This is an optimization exercise on Yosys and OpenROAD, whose aim is small area and a short achievable clock period, not a production implementation.
Only simulation tests tie the RTL to the original design; equivalence was not proved.
No activity file was given, so power comes from the tool's default toggle rates.

--- design.v ---
package sdCardPkg;
   typedef union packed {
      logic [31:0] adr;              
      struct packed {
         logic [19:0] rsvd;
         logic [3:0]  vhs;           
         logic [7:0]  pattern;       
      } cmd8;
   } sdArgT;
   typedef struct packed {
      logic       dir;               
      logic [5:0] index;
      sdArgT      arg;
      logic [6:0] crc;               
      logic       endBit;
   } sdCmdFrameT;
   typedef enum logic [2:0] {
      kindR1,
      kindR7,                        
      kindR3,                        
      kindRdBlk,                     
      kindDataResp                   
   } sdRespKindT;
   typedef struct packed {
      logic zero;                    
      logic paramErr;
      logic adrErr;
      logic eraseSeqErr;
      logic crcErr;
      logic illegalCmd;
      logic eraseReset;
      logic idle;
   } sdR1T;
endpackage
`timescale 1ns/100ps
module sdCmdDecode (
   input  logic                         sclk,
   input  logic                         rstn,
   input  logic                         ncs,
   input  logic                         mosi,
   input  logic                         txBusy,
   output logic                         wbWrCyc,
   output logic                         wbWrStb,
   output logic [8-1:0]         wbWrAdr,
   output logic [7:0]                   wbWrDat,
   input  logic                         wbWrAck,
   output logic                         respStart,
   output sdCardPkg::sdRespKindT        respKind,
   output sdCardPkg::sdR1T              respR1,
   output logic [31:0]                  respWord,
   output logic [8-1:0]         rdAdr,
   output logic [9:0]                   blkLen
);
   typedef enum logic [3:0] {
      stHunt, stDir, stFrame, stDecode, stRespWait, stWrWait, stTokHunt, stWrData, stWrCrc
   } stateT;
   stateT                  state;
   sdCardPkg::sdCmdFrameT  frame;
   sdCardPkg::sdR1T        r1Next;
   sdCardPkg::sdRespKindT  kindNext;
   logic [5:0]             bitCnt;
   logic [9:0]             byteCnt;
   logic [7:0]             byteSh;       
   logic                   initDone;
   logic                   appCmd;       
   logic                   badLen;
   logic                   outOfRange;
   logic                   wrOk;
   logic                   crcDone;
   logic [31:0]            cmd8Echo;
   assign badLen     = (frame.arg.adr == 32'd0) || (frame.arg.adr > 256);
   assign outOfRange = ({1'b0, frame.arg.adr} + 33'(blkLen)) > 33'(256);
   assign wrOk       = !appCmd && (frame.index == 6'd24) && (r1Next == '0);
   assign crcDone    = (state == stWrCrc) && (bitCnt == 6'd15);
   assign cmd8Echo   = {20'h0,
                        (frame.arg.cmd8.vhs == 4'h1) ? frame.arg.cmd8.vhs : 4'h0,
                        frame.arg.cmd8.pattern};
   always_comb begin
      r1Next = '0;
      r1Next.idle = ~initDone;
      kindNext = sdCardPkg::kindR1;
      if (appCmd) begin
         if (frame.index == 6'd41)
            r1Next.idle = 1'b0;                    
         else
            r1Next.illegalCmd = 1'b1;              
      end else begin
         case (frame.index)
            6'd0:  r1Next.idle = 1'b1;             
            6'd8:  kindNext = sdCardPkg::kindR7;
            6'd55: r1Next.illegalCmd = 1'b0;
            6'd58: kindNext = sdCardPkg::kindR3;
            6'd16, 6'd17, 6'd24: begin
               if (!initDone)
                  r1Next.illegalCmd = 1'b1;
               else if (frame.index == 6'd16)
                  r1Next.paramErr = badLen;
               else if (outOfRange)
                  r1Next.adrErr = 1'b1;            
               else if (frame.index == 6'd17)
                  kindNext = sdCardPkg::kindRdBlk;
            end
            default: r1Next.illegalCmd = 1'b1;
         endcase
      end
   end
   always_ff @(posedge sclk) begin
      if (!rstn) begin
         state     <= stHunt;
         bitCnt    <= '0;
         byteCnt   <= '0;
         initDone  <= 1'b0;
         appCmd    <= 1'b0;
         blkLen    <= 10'(256);
         respStart <= 1'b0;
         wbWrCyc   <= 1'b0;
         wbWrStb   <= 1'b0;
      end else begin
         respStart <= 1'b0;
         if (wbWrStb && wbWrAck) begin
            wbWrStb <= 1'b0;
            wbWrCyc <= 1'b0;
         end
         if (!ncs) begin
            bitCnt <= bitCnt + 6'd1;
            case (state)
               stHunt: if (!mosi) state <= stDir;      
               stDir: begin
                  if (mosi) begin                      
                     state  <= stFrame;
                     bitCnt <= '0;
                  end
               end
               stFrame: if (bitCnt == 6'd45) state <= stDecode;
               stDecode: begin
                  respStart <= 1'b1;
                  appCmd    <= !appCmd && (frame.index == 6'd55);
                  if (appCmd && frame.index == 6'd41)
                     initDone <= 1'b1;
                  if (!appCmd && frame.index == 6'd0)
                     initDone <= 1'b0;
                  if (!appCmd && frame.index == 6'd16 && r1Next == '0)
                     blkLen <= frame.arg.adr[9:0];
                  state <= wrOk ? stWrWait : stRespWait;
               end
               stRespWait, stWrWait: begin
                  if (!respStart && !txBusy)
                     state <= (state == stWrWait) ? stTokHunt : stHunt;
               end
               stTokHunt: begin
                  if ({byteSh[6:0], mosi} == 8'hFE) begin
                     state   <= stWrData;
                     bitCnt  <= '0;
                     byteCnt <= '0;
                  end
               end
               stWrData: begin
                  if (bitCnt[2:0] == 3'd7) begin
                     wbWrCyc <= 1'b1;
                     wbWrStb <= 1'b1;
                     byteCnt <= byteCnt + 10'd1;
                     if (byteCnt == blkLen - 10'd1) begin
                        state  <= stWrCrc;
                        bitCnt <= '0;
                     end
                  end
               end
               stWrCrc: begin
                  if (crcDone) begin                   
                     respStart <= 1'b1;
                     state     <= stRespWait;
                  end
               end
               default: state <= stHunt;
            endcase
         end
      end
   end
   always_ff @(posedge sclk) begin
      if (wbWrStb && wbWrAck)
         wbWrAdr <= wbWrAdr + 1'b1;
      if (!ncs) begin
         frame  <= {frame[45:0], mosi};
         byteSh <= (state == stTokHunt || state == stWrData) ? {byteSh[6:0], mosi} : 8'hFF;
         if (state == stWrData && bitCnt[2:0] == 3'd7)
            wbWrDat <= {byteSh[6:0], mosi};
         if (state == stDecode) begin
            respR1   <= r1Next;
            respKind <= kindNext;
            respWord <= (frame.index == 6'd58) ? 32'h80FF8000 : cmd8Echo;
            rdAdr    <= frame.arg.adr[8-1:0];
            wbWrAdr  <= frame.arg.adr[8-1:0];
         end
         if (crcDone)
            respKind <= sdCardPkg::kindDataResp;
      end
   end
endmodule
`timescale 1ns/100ps
module sdBlockMem (
   input  logic                  sclk,
   input  logic                  wbWrCyc,
   input  logic                  wbWrStb,
   input  logic [8-1:0]  wbWrAdr,
   input  logic [7:0]            wbWrDat,
   output logic                  wbWrAck,
   input  logic                  wbRdCyc,
   input  logic                  wbRdStb,
   input  logic [8-1:0]  wbRdAdr,
   output logic [7:0]            wbRdDat,
   output logic                  wbRdAck
);
   logic [7:0] mem [0:256-1];
   always_ff @(posedge sclk) begin
      if (wbWrCyc && wbWrStb && !wbWrAck)
         mem[wbWrAdr] <= wbWrDat;
      wbWrAck <= wbWrCyc && wbWrStb && !wbWrAck;     
      wbRdAck <= wbRdCyc && wbRdStb && !wbRdAck;
      wbRdDat <= mem[wbRdAdr];
   end
endmodule
`timescale 1ns/100ps
module sdRespTx (
   input  logic                         sclk,
   input  logic                         rstn,
   input  logic                         ncs,
   input  logic                         respStart,
   input  sdCardPkg::sdRespKindT        respKind,
   input  sdCardPkg::sdR1T              respR1,
   input  logic [31:0]                  respWord,
   input  logic [8-1:0]         rdAdr,
   input  logic [9:0]                   blkLen,
   output logic                         txBusy,
   output logic                         miso,
   output logic                         wbRdCyc,
   output logic                         wbRdStb,
   output logic [8-1:0]         wbRdAdr,
   input  logic [7:0]                   wbRdDat,
   input  logic                         wbRdAck
);
   typedef enum logic [3:0] {
      phIdle, phNcr, phR1, phTail, phNac, phToken, phData, phCrc, phDresp, phBusy
   } phaseT;
   localparam logic [15:0] crcStub = 16'hAAAA;
   phaseT       phase;
   phaseT       nextPhase;
   logic [2:0]  bitCnt;
   logic [9:0]  byteCnt;
   logic [9:0]  lastCnt;         
   logic [7:0]  curByte;
   logic [6:0]  shReg;
   logic [7:0]  dataBuf;         
   logic        misoReg;
   logic        fetchGo;
   always_comb begin
      curByte   = 8'hFF;         
      lastCnt   = '0;
      nextPhase = phIdle;
      case (phase)
         phNcr: begin
            lastCnt   = 10'(1 - 1);
            nextPhase = phR1;
         end
         phR1: begin
            curByte = respR1;
            if (respKind == sdCardPkg::kindR7 || respKind == sdCardPkg::kindR3)
               nextPhase = phTail;
            else if (respKind == sdCardPkg::kindRdBlk)
               nextPhase = phNac;
         end
         phTail: begin
            curByte = respWord[31 - 8 * byteCnt[1:0] -: 8];
            lastCnt = 10'd3;
         end
         phNac: begin
            lastCnt   = 10'(1 - 1);
            nextPhase = phToken;
         end
         phToken: begin
            curByte   = 8'hFE;
            nextPhase = phData;
         end
         phData: begin
            curByte   = dataBuf;
            lastCnt   = blkLen - 10'd1;
            nextPhase = phCrc;
         end
         phCrc: begin
            curByte = byteCnt[0] ? crcStub[7:0] : crcStub[15:8];
            lastCnt = 10'd1;
         end
         phDresp: begin
            curByte   = 8'h05;
            nextPhase = phBusy;
         end
         phBusy: begin
            curByte = 8'h00;
            lastCnt = 10'(4 - 1);
         end
         default: curByte = 8'hFF;
      endcase
   end
   assign fetchGo = !ncs && (bitCnt == 3'd0) &&
                    (phase == phToken || (phase == phData && byteCnt != lastCnt));
   assign txBusy  = (phase != phIdle);
   assign miso    = misoReg | ncs;
   always_ff @(posedge sclk) begin
      if (!rstn) begin
         phase   <= phIdle;
         bitCnt  <= '0;
         byteCnt <= '0;
         misoReg <= 1'b1;
         wbRdCyc <= 1'b0;
         wbRdStb <= 1'b0;
      end else begin
         if (wbRdStb && wbRdAck) begin
            wbRdCyc <= 1'b0;
            wbRdStb <= 1'b0;
         end
         if (fetchGo) begin
            wbRdCyc <= 1'b1;
            wbRdStb <= 1'b1;
         end
         if (phase == phIdle) begin
            misoReg <= 1'b1;
            bitCnt  <= '0;
            byteCnt <= '0;
            if (respStart)
               phase <= (respKind == sdCardPkg::kindDataResp) ? phDresp : phNcr;
         end else if (!ncs) begin
            misoReg <= (bitCnt == 3'd0) ? curByte[7] : shReg[6];
            bitCnt  <= bitCnt + 3'd1;
            if (bitCnt == 3'd7) begin                      
               byteCnt <= (byteCnt == lastCnt) ? 10'd0 : byteCnt + 10'd1;
               if (byteCnt == lastCnt)
                  phase <= nextPhase;
            end
         end
      end
   end
   always_ff @(posedge sclk) begin
      if (!ncs)
         shReg <= (bitCnt == 3'd0) ? curByte[6:0] : {shReg[5:0], 1'b1};
      if (wbRdStb && wbRdAck)
         dataBuf <= wbRdDat;
      if (fetchGo)
         wbRdAdr <= (phase == phToken) ? rdAdr : wbRdAdr + 1'b1;
   end
endmodule
`timescale 1ns/100ps
module spiSdCard (
   input  logic sclk,
   input  logic rstn,
   input  logic ncs,
   input  logic mosi,
   output logic miso
);
   logic                        txBusy;
   logic                        respStart;
   sdCardPkg::sdRespKindT       respKind;
   sdCardPkg::sdR1T             respR1;
   logic [31:0]                 respWord;
   logic [8-1:0]        rdAdr;
   logic [9:0]                  blkLen;
   logic                        wbWrCyc;
   logic                        wbWrStb;
   logic                        wbWrAck;
   logic [8-1:0]        wbWrAdr;
   logic [7:0]                  wbWrDat;
   logic                        wbRdCyc;
   logic                        wbRdStb;
   logic                        wbRdAck;
   logic [8-1:0]        wbRdAdr;
   logic [7:0]                  wbRdDat;
   sdCmdDecode uCmdDecode (
      .sclk, .rstn, .ncs, .mosi, .txBusy,
      .wbWrCyc, .wbWrStb, .wbWrAdr, .wbWrDat, .wbWrAck,
      .respStart, .respKind, .respR1, .respWord, .rdAdr, .blkLen
   );
   sdBlockMem uBlockMem (
      .sclk,
      .wbWrCyc, .wbWrStb, .wbWrAdr, .wbWrDat, .wbWrAck,
      .wbRdCyc, .wbRdStb, .wbRdAdr, .wbRdDat, .wbRdAck
   );
   sdRespTx uRespTx (
      .sclk, .rstn, .ncs,
      .respStart, .respKind, .respR1, .respWord, .rdAdr, .blkLen,
      .txBusy, .miso,
      .wbRdCyc, .wbRdStb, .wbRdAdr, .wbRdDat, .wbRdAck
   );
endmodule
--- run.sh ---
#!/bin/bash
# synth_recipe.tcl (not shown) runs the flow's synth.tcl, then flattens the netlist and writes it again
# the make line also repeats each setting of config.mk as NAME=value (left out here)
make -C /OpenROAD-flow-scripts/flow DESIGN_CONFIG=/design/flow/config.mk WORK_HOME=/design/flow/orfs CLKGATE_MAP_FILE= SYNTH_SCRIPT=/design/flow/synth_recipe.tcl finish
--- config.mk ---
export PLATFORM = sky130hd
export DESIGN_NAME = spiSdCard
export DESIGN_NICKNAME = spiSdCard
export VERILOG_FILES = /design/flow/design.v
export SDC_FILE = /design/flow/constraint.sdc
export NUM_CORES = 4
export LEC_CHECK = 0
export CAP_MARGIN = 20
export CORE_MARGIN = 2
export CORE_UTILIZATION = 40
export SLEW_MARGIN = 20
--- constraint.sdc ---
create_clock -name core_clock -period 4.0 [get_ports {sclk}]
set_input_delay 0.8000 -clock core_clock [delete_from_list [all_inputs] [get_ports {sclk}]]
set_output_delay 0.8000 -clock core_clock [all_outputs]
set_load 0.01 [all_outputs]
==> qor.yml, run 1 <==
routing:
  via_count: 48600
  ant_nets: 0
  drtPass1Iterations: 5
  route.detailed.drc: 0
  wl_per_cell_um: 26.8
  drt_iter0_drc: 5287
  finalWirelength_mm: 229
  viasPerCell: 5.71
grt:
  grt_max_degree: 193
  overflow: 0
  grt_pass1_vias: 48300
  grt_pass1_wl_mm: 335
  grt_use_total_pct: 20.1
  antenna_found_initial: 5
cts:
  cts_tree: "done"
  hold_buffers: 0
  cts_max_level: 4
  clkTransAtPathRegs_ns: 0.06
  clock_latency_ns: 0.88
  cts_root_buf: "clkbuf_16"
  cts_buffers: 224
  clk_path_buf_depth: 3
  clock_sinks: 2232
  postCtsSetupBuffers: 0
  cts_resized: 0
pwr:
  p_leak_nw: 33.4
  irDropWorstVdd_uv: 407
  p_per_area_mw_per_mm2: 455
  power.total_mw: 46.6
critical_path:
  critPathSlowestCell: "a221oi_1"
  crit_required_ns: 4.58
  crit_chain: "ha_1 > fa_1 > a211o_1 > a221oi_1 > buf_4 > xnor2_1 > nor4_1 > a41oi_1 > a2111oi_0 > buf_4 > and2_1 > nor2_1"
  crit_fanout: 3
  crit_path_end_kind: "flip-flop"
  r2r-start: "uCmdDecode.frame[8]"
  slowest_delay_ns: 0.49
  path_class: "reg -> reg"
  setup.worst_path.start: "uCmdDecode.frame[8]"
  cp_data_arrival_time_ns: 4.25
  cpMostUsedCell: "buf_4"
  ff2ff_setup_slack_ns: 0.33
  critPathLaunchType: "flip-flop"
finish:
  syn_to_final_growth_pct: 14.9
  fin_nets: 5381
  drive_gt1_share_pct: 18.7
  instances_no_fill: 8519
yosys:
  synth-seq-cells: 2232
  ys.flop_type: "edfxtp_1"
  avgSynthCellArea_sq_um: 17.7
  synth_area_leaders: "edfxtp_1 (73%), mux4_2 (7.1%), mux2i_1 (5.4%)"
  syn_area_sq_mm: 0.0891
  synth_edf_count: 2160
  yosysTopAreaCell: "edfxtp_1"
  synth-async-reset-ratio_pct: 0
  synth_top_area_share_pct: 72.8
  yosysUniqueCellTypes: 88
  ys_warn_count: 3
  ys_seq_area_share_pct: 74.4
  syn_inst: 5050
timing:
  setup_viol_count_final: 0
  hold_violations: 0
  fmax_mhz: 273
  slew_violations: 0
  post-route-period-util_pct: 91.7
  worstMarginPinSlew_ns: 1.16
  rsz0062_at_grt: "no"
  fin_crit_ns: 3.67
  holdWs_ns: 0.423
  clock_skew_ns: 0.0890
  fin_setup_tns_ns: 0
  maxSlewHeadroom_pct: 22.6
place:
  gp_congestion: 0.868
  place_inst: 8100
  dp_hpwl_mm: 140
  port_buffers: 4
floorplanning:
  ioPinCount: 5
  design.die.area_sq_mm: 0.227
  dieHeight_um: 476
  core-area_sq_mm: 0.222
  chipWidth_um: 476
  row_count: 173
  start_util_pct: 40.2
flow_run:
  max_cap_violations: 0
run_status:
  status: "complete, no violations"
worst_hold_path:
  min_path_type: "reg -> reg"
  worstHoldStart: "uCmdDecode.frame[5]"
kinds of logic after synthesis:
group	after synthesis	share of synthesized area [%]
other	1	0.00421
adders and majority gates	25	0.359
DFF	2232	74.4
xor gates and xnor gates	58	0.601
muxes	764	12.6
buffers and inverters	342	1.53
and+or+nand+nor	863	4.43
AOI/OAI and AO/OA	765	6.14
cell usage in the layout, fill, tap and decap left out, types with 8 or more instances in the layout:
master      count
a211oi_1       60
a21oi_1       139
a22o_1         17
a22oi_1        21
and2_1         17
and3_1         16
buf_12         42
buf_4         336
bufinv_16      22
clkbuf_1       34
clkbuf_16     225
clkinv_1       60
clkinv_2       38
clkinv_4        8
clkinvlp_4     11
dfxtp_1        72
edfxtp_1     2160
ha_1           24
inv_1          28
inv_6          10
mux2i_1       477
mux4_2        283
nand2_1       229
nand2_2        12
nand2b_1       18
nand3_1        36
nand4_1        31
nor2_1        345
nor2b_1        33
nor3_1         38
nor3b_1         8
nor4_1         16
o21ai_0        65
o221ai_1      238
o22ai_1       126
or3_1          21
xnor2_1        31
xor2_1         25
Yosys cell counts (17+ instances only):
library cell / instances
nand2b_1: 19
nand2_1: 242
mux2i_1: 477
edfxtp_1: 2160
buf_2: 57
nand4_1: 31
o221ai_1: 238
nor2b_1: 33
dfxtp_1: 72
nand3_1: 40
buf_1: 60
clkbuf_1: 191
o21ai_0: 65
mux4_2: 283
a21oi_1: 139
o22ai_1: 126
xnor2_1: 31
inv_1: 30
and2_1: 17
a22oi_1: 21
a22o_1: 17
or3_1: 21
ha_1: 24
a211oi_1: 61
nor2_1: 346
nor3_1: 38
xor2_1: 25
through the flow:
stage | utilization (%) | cell area, sq um | setup WS, ns
CTS | 46.2 | 102000 | 0.367
global placement | 42.9 | 95100 | 0.357
global route | 46.2 | 102000 | 0.114
floorplan | - | 89200 | -0.0457
detailed placement | 42.9 | 95100 | 0.334
finish | 46.2 | 102000 | 0.333
layer usage:
| layer | track usage, % | wire length (um) | up-vias |
|---|---|---|---|
| met5 | 0 | 0 | - |
| met4 | 6.25 | 6690 | 0 |
| met3 | 3.56 | 15800 | 343 |
| met2 | 32.3 | 109000 | 1774 |
| met1 | 28.0 | 96800 | 25300 |
| li1 | - | - | 21200 |
registers in the layout (all words and copies together) (netlist names), 8 cells and up:
name	flops
uCmdDecode.wbWrAdr	8
uCmdDecode.wbWrDat	8
uCmdDecode.rdAdr	8
uRespTx.byteCnt	10
uBlockMem.mem	2048
uCmdDecode.respWord	13
uCmdDecode.frame	46
uRespTx.wbRdAdr	8
uBlockMem.wbRdDat	8
uRespTx.dataBuf	8
uCmdDecode.blkLen	10
uCmdDecode.byteCnt	10
worst paths after layout:
check	end	depth (start not counted)
worst min register to register	uCmdDecode.frame[6]	0
worst max register to register	uCmdDecode.respR1[5]	12
worst max-delay path	uCmdDecode.respR1[5]	12
worst min-delay path	uCmdDecode.frame[6]	0
report_power, final:
group,total (mW),internal (mW),switching [mW]
Clock,20.8,11.8,8.99
Sequential,25.4,25.3,0.0946
Combinational,0.441,0.128,0.314
area by class of cell:
class                      instances  area (sq um)
tap                             2975          3720
inverter                          33           126
timing repair buffer             383          3430
fill                           18800        119000
antenna                            1          2.50
sequential                      2232         66300
clock buffer                     261          5790
clock inverter                   156          1530
multi-input combinational       2478         21600
worst max-delay path: cells and delay by family (launching register included):
family | cells | cell delay, ns
fa+ha+maj | 2 | 0.65
flops | 1 | 0.40
buf+inv | 2 | 0.41
xor+xnor | 1 | 0.06
simple gates | 3 | 0.49
compound gates | 4 | 1.39
==> inputs of run 2 (changes only) <==
--- a/design.v
+++ b/design.v
@@ -41,7 +41,6 @@
    input  logic                         txBusy,
-   output logic                         wbWrCyc,
-   output logic                         wbWrStb,
-   output logic [8-1:0]         wbWrAdr,
-   output logic [7:0]                   wbWrDat,
-   input  logic                         wbWrAck,
+   output logic                         adrSet,
+   output logic [8-1:0]         adrIn,
+   output logic                         wrLoad,
+   output logic [7:0]                   wrByte,
    output logic                         respStart,
@@ -50,3 +49,2 @@
    output logic [31:0]                  respWord,
-   output logic [8-1:0]         rdAdr,
    output logic [9:0]                   blkLen
@@ -70,2 +68,6 @@
    logic [31:0]            cmd8Echo;
+   assign adrSet     = !ncs && (state == stDecode);
+   assign adrIn      = frame.arg.adr[8-1:0];
+   assign wrLoad     = rstn && !ncs && (state == stWrData) && (bitCnt[2:0] == 3'd7);
+   assign wrByte     = {byteSh[6:0], mosi};
    assign badLen     = (frame.arg.adr == 32'd0) || (frame.arg.adr > 256);
@@ -115,10 +117,4 @@
          respStart <= 1'b0;
-         wbWrCyc   <= 1'b0;
-         wbWrStb   <= 1'b0;
       end else begin
          respStart <= 1'b0;
-         if (wbWrStb && wbWrAck) begin
-            wbWrStb <= 1'b0;
-            wbWrCyc <= 1'b0;
-         end
          if (!ncs) begin
@@ -158,4 +154,2 @@
                   if (bitCnt[2:0] == 3'd7) begin
-                     wbWrCyc <= 1'b1;
-                     wbWrStb <= 1'b1;
                      byteCnt <= byteCnt + 10'd1;
@@ -179,4 +173,2 @@
    always_ff @(posedge sclk) begin
-      if (wbWrStb && wbWrAck)
-         wbWrAdr <= wbWrAdr + 1'b1;
       if (!ncs) begin
@@ -184,4 +176,2 @@
          byteSh <= (state == stTokHunt || state == stWrData) ? {byteSh[6:0], mosi} : 8'hFF;
-         if (state == stWrData && bitCnt[2:0] == 3'd7)
-            wbWrDat <= {byteSh[6:0], mosi};
          if (state == stDecode) begin
@@ -190,4 +180,2 @@
             respWord <= (frame.index == 6'd58) ? 32'h80FF8000 : cmd8Echo;
-            rdAdr    <= frame.arg.adr[8-1:0];
-            wbWrAdr  <= frame.arg.adr[8-1:0];
          end
@@ -201,20 +189,45 @@
    input  logic                  sclk,
-   input  logic                  wbWrCyc,
-   input  logic                  wbWrStb,
-   input  logic [8-1:0]  wbWrAdr,
-   input  logic [7:0]            wbWrDat,
-   output logic                  wbWrAck,
-   input  logic                  wbRdCyc,
-   input  logic                  wbRdStb,
-   input  logic [8-1:0]  wbRdAdr,
-   output logic [7:0]            wbRdDat,
-   output logic                  wbRdAck
+   input  logic                  adrSet,      
+   input  logic [8-1:0]  adrIn,
+   input  logic                  wrLoad,      
+   input  logic [7:0]            wrByte,
+   input  logic                  rdNext,      
+   output logic [7:0]            rdByte       
 );
-   logic [7:0] mem [0:256-1];
+   localparam int N = 256;
+   logic [2:0]             ph;
+   logic [2:0]             k;           
+   logic [8*N-1:0]         ring;
+   logic [8-1:0]   adr;
+   logic [7:0]             wBuf;
+   logic [7:0]             gBuf;
+   logic                   wOn;
+   logic                   tap;
+   logic                   wBit;
+   assign k    = ~ph;
+   assign tap  = ring[8*adr + 7];
+   assign wBit = wBuf[k];
+   always_ff @(posedge sclk)
+      ph <= ph + 3'd1;
+   for (genvar r = 0; r < N; r++) begin : gRow
+      always_ff @(posedge sclk)
+         ring[8*r +: 8] <= {ring[8*r +: 7],
+                            (wOn && adr == 8'(r)) ? wBit : ring[8*r + 7]};
+   end
+   always_comb
+      for (int j = 0; j < 8; j++)
+         rdByte[j] = (k == 3'(j)) ? tap : gBuf[j];
    always_ff @(posedge sclk) begin
-      if (wbWrCyc && wbWrStb && !wbWrAck)
-         mem[wbWrAdr] <= wbWrDat;
-      wbWrAck <= wbWrCyc && wbWrStb && !wbWrAck;     
-      wbRdAck <= wbRdCyc && wbRdStb && !wbRdAck;
-      wbRdDat <= mem[wbRdAdr];
+      gBuf <= rdByte;
+      if (wrLoad)
+         wBuf <= wrByte;
+      if (adrSet) begin
+         adr <= adrIn;
+         wOn <= 1'b0;
+      end else begin
+         if ((wrLoad && wOn) || rdNext)
+            adr <= adr + 1'b1;
+         if (wrLoad)
+            wOn <= 1'b1;
+      end
    end
@@ -230,3 +243,2 @@
    input  logic [31:0]                  respWord,
-   input  logic [8-1:0]         rdAdr,
    input  logic [9:0]                   blkLen,
@@ -234,7 +246,4 @@
    output logic                         miso,
-   output logic                         wbRdCyc,
-   output logic                         wbRdStb,
-   output logic [8-1:0]         wbRdAdr,
-   input  logic [7:0]                   wbRdDat,
-   input  logic                         wbRdAck
+   output logic                         rdNext,
+   input  logic [7:0]                   rdByte
 );
@@ -251,5 +260,3 @@
    logic [6:0]  shReg;
-   logic [7:0]  dataBuf;         
    logic        misoReg;
-   logic        fetchGo;
    always_comb begin
@@ -283,3 +290,3 @@
          phData: begin
-            curByte   = dataBuf;
+            curByte   = rdByte;
             lastCnt   = blkLen - 10'd1;
@@ -302,4 +309,3 @@
    end
-   assign fetchGo = !ncs && (bitCnt == 3'd0) &&
-                    (phase == phToken || (phase == phData && byteCnt != lastCnt));
+   assign rdNext  = rstn && !ncs && (phase == phData) && (bitCnt == 3'd0);
    assign txBusy  = (phase != phIdle);
@@ -312,13 +318,3 @@
          misoReg <= 1'b1;
-         wbRdCyc <= 1'b0;
-         wbRdStb <= 1'b0;
       end else begin
-         if (wbRdStb && wbRdAck) begin
-            wbRdCyc <= 1'b0;
-            wbRdStb <= 1'b0;
-         end
-         if (fetchGo) begin
-            wbRdCyc <= 1'b1;
-            wbRdStb <= 1'b1;
-         end
          if (phase == phIdle) begin
@@ -343,6 +339,2 @@
          shReg <= (bitCnt == 3'd0) ? curByte[6:0] : {shReg[5:0], 1'b1};
-      if (wbRdStb && wbRdAck)
-         dataBuf <= wbRdDat;
-      if (fetchGo)
-         wbRdAdr <= (phase == phToken) ? rdAdr : wbRdAdr + 1'b1;
    end
@@ -362,18 +354,13 @@
    logic [31:0]                 respWord;
-   logic [8-1:0]        rdAdr;
    logic [9:0]                  blkLen;
-   logic                        wbWrCyc;
-   logic                        wbWrStb;
-   logic                        wbWrAck;
-   logic [8-1:0]        wbWrAdr;
-   logic [7:0]                  wbWrDat;
-   logic                        wbRdCyc;
-   logic                        wbRdStb;
-   logic                        wbRdAck;
-   logic [8-1:0]        wbRdAdr;
-   logic [7:0]                  wbRdDat;
+   logic                        adrSet;
+   logic [8-1:0]        adrIn;
+   logic                        wrLoad;
+   logic [7:0]                  wrByte;
+   logic                        rdNext;
+   logic [7:0]                  rdByte;
    sdCmdDecode uCmdDecode (
       .sclk, .rstn, .ncs, .mosi, .txBusy,
-      .wbWrCyc, .wbWrStb, .wbWrAdr, .wbWrDat, .wbWrAck,
-      .respStart, .respKind, .respR1, .respWord, .rdAdr, .blkLen
+      .adrSet, .adrIn, .wrLoad, .wrByte,
+      .respStart, .respKind, .respR1, .respWord, .blkLen
    );
@@ -381,4 +368,3 @@
       .sclk,
-      .wbWrCyc, .wbWrStb, .wbWrAdr, .wbWrDat, .wbWrAck,
-      .wbRdCyc, .wbRdStb, .wbRdAdr, .wbRdDat, .wbRdAck
+      .adrSet, .adrIn, .wrLoad, .wrByte, .rdNext, .rdByte
    );
@@ -386,5 +372,4 @@
       .sclk, .rstn, .ncs,
-      .respStart, .respKind, .respR1, .respWord, .rdAdr, .blkLen,
-      .txBusy, .miso,
-      .wbRdCyc, .wbRdStb, .wbRdAdr, .wbRdDat, .wbRdAck
+      .respStart, .respKind, .respR1, .respWord, .blkLen,
+      .txBusy, .miso, .rdNext, .rdByte
    );
==> run 2 against run 1 <==
Against the previous run:
- synthesized cell count fell by 25%
- die area fell by 37%
- clock power fell by 6%
- final cell count fell by 31%
- critical endpoint is now uRespTx.shReg[1]
- largest power group unchanged
- highest routed layer unchanged
==> qor.yml, run 2 <==
yosys:
  synth_area_leaders: "dfxtp_1 (76%), edfxtp_1 (5.2%), a31oi_1 (3.0%)"
  synth_top_area_share_pct: 76.1
  ys_seq_area_share_pct: 81.3
  ys_warn_count: 3
  synthMostInstantiatedCell: "dfxtp_1"
  syn_inst: 3803
  synth-async-reset-ratio_pct: 0
  ys.flop_type: "dfxtp_1"
  synth_edf_count: 96
  synthMuxAreaShare_pct: 3.26
  synth_compound_area_share_pct: 8.04
  yosysTopAreaCell: "dfxtp_1"
  synth_top_family_by_area: "compound AO/OA/AOI/OAI gates"
  yosysUniqueCellTypes: 86
  syn_area_sq_mm: 0.0555
  synth_fa_ha_area_share_pct: 0.690
  synthSimpleGateAreaFrac_pct: 4.21
  avgSynthCellArea_sq_um: 14.6
  synth_xor_area_share_pct: 0.904
  synth-seq-cells: 2207
  yosys-top-cells-count: "dfxtp_1 (2111), a21oi_1 (309), a31oi_1 (265)"
cts:
  hold_buffers: 0
  clk_path_buf_depth: 3
  cts_buffers: 196
  clkTransAtPathRegs_ns: 0.07
  clock_latency_ns: 0.82
  cts_root_buf: "clkbuf_16"
  cts_resized: 0
  cts_tree: "done"
  cts_max_level: 4
  clock_sinks: 2207
critical_path:
  slowest_delay_ns: 0.56
  crit_fanout: 10
  crit_chain: "buf_4 > buf_4 > mux4_2 > a22o_1 > o21ai_0 > a311o_1 > a41oi_1 > buf_4 > a31oi_1 > o21ai_0"
  ff2ff_setup_slack_ns: 0.39
  cp_data_arrival_time_ns: 4.15
  cpMostUsedCell: "buf_4"
  path_class: "reg -> reg"
  crit_required_ns: 4.54
  critPathLaunchType: "flip-flop"
  critPathSlowestCell: "o21ai_0"
  crit_path_end_kind: "flip-flop"
pwr:
  p_per_area_mw_per_mm2: 648
  swShare_pct: 19.8
  seqPwrFrac_pct: 53.0
  comb_power_share_pct: 0.4
  irDropWorstVdd_uv: 453
  p_clk_share_pct: 46.6
  intPower_mw: 33.7
  p_leak_nw: 24.7
  switchingPower_mw: 8.34
timing:
  hold_violations: 0
  clock_skew_ns: 0.0693
  fin_crit_ns: 3.61
  setup_viol_count_final: 0
  post-route-period-util_pct: 90.3
  worstMarginPinSlew_ns: 0.908
  fin_setup_tns_ns: 0
  rsz0062_at_grt: "no"
  slew_violations: 0
  maxSlewHeadroom_pct: 39.3
  fmax_mhz: 277
flow_run:
  max_cap_violations: 0
floorplanning:
  ioPinCount: 5
  row_count: 136
  core-area_sq_mm: 0.138
  chipWidth_um: 377
  design.die.area_sq_mm: 0.142
  dieHeight_um: 377
  start_util_pct: 40.3
finish:
  fillerInstances: 11700
  largest_register_ffs: 2048
  design_area_sq_mm: 0.0650
  regMostFlops: "uBlockMem.ring"
  top_regs: "uBlockMem.ring x2048, uCmdDecode.frame x46, uCmdDecode.respWord x13"
  fin_nets: 3933
  diodes: 0
  utilization_pct: 47.2
  final_common_cell: "dfxtp_1"
  drive_gt1_share_pct: 13.1
  syn_to_final_growth_pct: 17.0
  final_cell_mix: "dfxtp_1 (2111), a21oi_1 (309), a31oi_1 (265)"
routing:
  route.detailed.drc: 0
  drt_iter0_drc: 2039
  drtPass1Iterations: 5
  via_count: 27400
  wl_per_cell_um: 17.6
  ant_nets: 0
  finalWirelength_mm: 103
  viasPerCell: 4.68
place:
  port_buffers: 4
  gp_congestion: 0.845
  placed_cell_area_sq_mm: 0.0579
  dp_hpwl_mm: 63.7
grt:
  grt_pass1_wl_mm: 158
  grt_max_degree: 106
  overflow: 0
  antenna_found_initial: 0
  grt_use_total_pct: 14.5
  grt_pass1_vias: 26700
worst_hold_path:
  min_path_type: "reg -> reg"
run_status:
  status: "complete, no violations"
-- run 2: path summary, 6_finish.rpt --
check / startpoint / endpoint / depth (start not counted)
max: uBlockMem.adr[0] / uRespTx.shReg[1] / 10
min: uBlockMem.ring[1918] / uBlockMem.ring[1919] / 0
max reg2reg: uBlockMem.adr[0] / uRespTx.shReg[1] / 10
min reg2reg: uBlockMem.ring[1918] / uBlockMem.ring[1919] / 0
-- run 2: final cells by class --
class	instances	area, sq um	area share (%)
Inverter	33	128	0.196
Clock buffer	266	5600	8.63
Sequential cell	2207	45100	69.5
Clock inverter	98	1420	2.19
Timing Repair Buffer	83	733	1.13
Multi-Input combinational cell	1378	9680	14.9
Tap cell	1794	2240	3.46
-- run 2: critical path, delay by kind of cell, from the launching register on --
kind / cells / cell delay [ns]
compound gates: 6 / 1.69
buf+inv: 3 / 0.77
mux: 1 / 0.54
flops: 1 / 0.35
-- run 2: kinds of logic (layout without fill, tap and decap cells) --
| group | after synthesis | count (layout) |
|---|---|---|
| compound gates | 745 | 745 |
| xor+xnor | 51 | 51 |
| fa+ha+maj | 30 | 30 |
| buf+inv | 220 | 480 |
| flops | 2207 | 2207 |
| mux | 102 | 102 |
| other cells | 1 | 3 |
| simple gates | 447 | 447 |
-- run 2: power groups by stage --
| stage | registers (mW) | clock network, mW | logic (mW) |
|---|---|---|---|
| 2_1_floorplan | 22.7 | 0 | 0.127 |
| 3_3_place_gp | 22.8 | 0 | 0.185 |
| 3_5_place_dp | 22.8 | 0 | 0.187 |
| 4_1_cts | 22.3 | 20.0 | 0.188 |
| 5_1_grt | 22.3 | 21.0 | 0.205 |
| 6_report | 22.3 | 19.6 | 0.187 |
-- run 2: per-layer routing --
layer / share of wire, % / up-vias / global-route usage (%)
met2: 44 / 552 / 22.0
met4: 2.9 / 0 / 5.58
met5: 0 / - / 0
met1: 49 / 13300 / 20.4
met3: 4.2 / 193 / 2.87
li1: - / 13400 / -
-- run 2: through the flow --
stage	std cells	setup WS [ns]	power [mW]	hold slack, ns
2_1_floorplan	3805	0.445	22.9	0.310
3_3_place_gp	5493	0.0479	23.0	0.310
3_5_place_dp	5493	-0.0669	23.0	0.312
4_1_cts	5859	0.440	42.5	0.257
5_1_grt	5859	0.232	43.4	0.259
6_report	5859	0.386	42.1	0.262
-- run 2: timing repair --
action / in CTS / in global routing
setup endpoints to repair: 2 / 0
buffers inserted: 2 / 0
hold endpoints to repair: 0 / 0

[re-timing with driven ports]
The flow's constraints put no driver on any port. The routed layouts listed below were extracted and timed again, unchanged, in two steps.
Step 1, drivers: a clkbuf_16 drives sclk and a buf_2 each remaining input, both assumed.
Step 2, shift: input delay + t, output delay - t, t = (earliest + latest rising clock arrival at the registers) / 2. This alone moves slack from input paths to output paths.
Three values: no drivers, after step 1, after step 2; two values: the first two.
run	t, ns	setup WS [ns]	hold slack, ns	worst data-port slew with drivers (ns)
run 1	0.935	0.333 / 0.333 / 0.311	0.423 / 0.423 / 0.423	0.03
run 2	0.857	0.386 / 0.386 / 0.386	0.262 / 0.262 / 0.262	0.03
After both steps setup and hold are still met in every run listed. For run 1, which loses most, drivers alone change the setup slack by 0.000 ns; drivers and shift together by -0.022 ns.
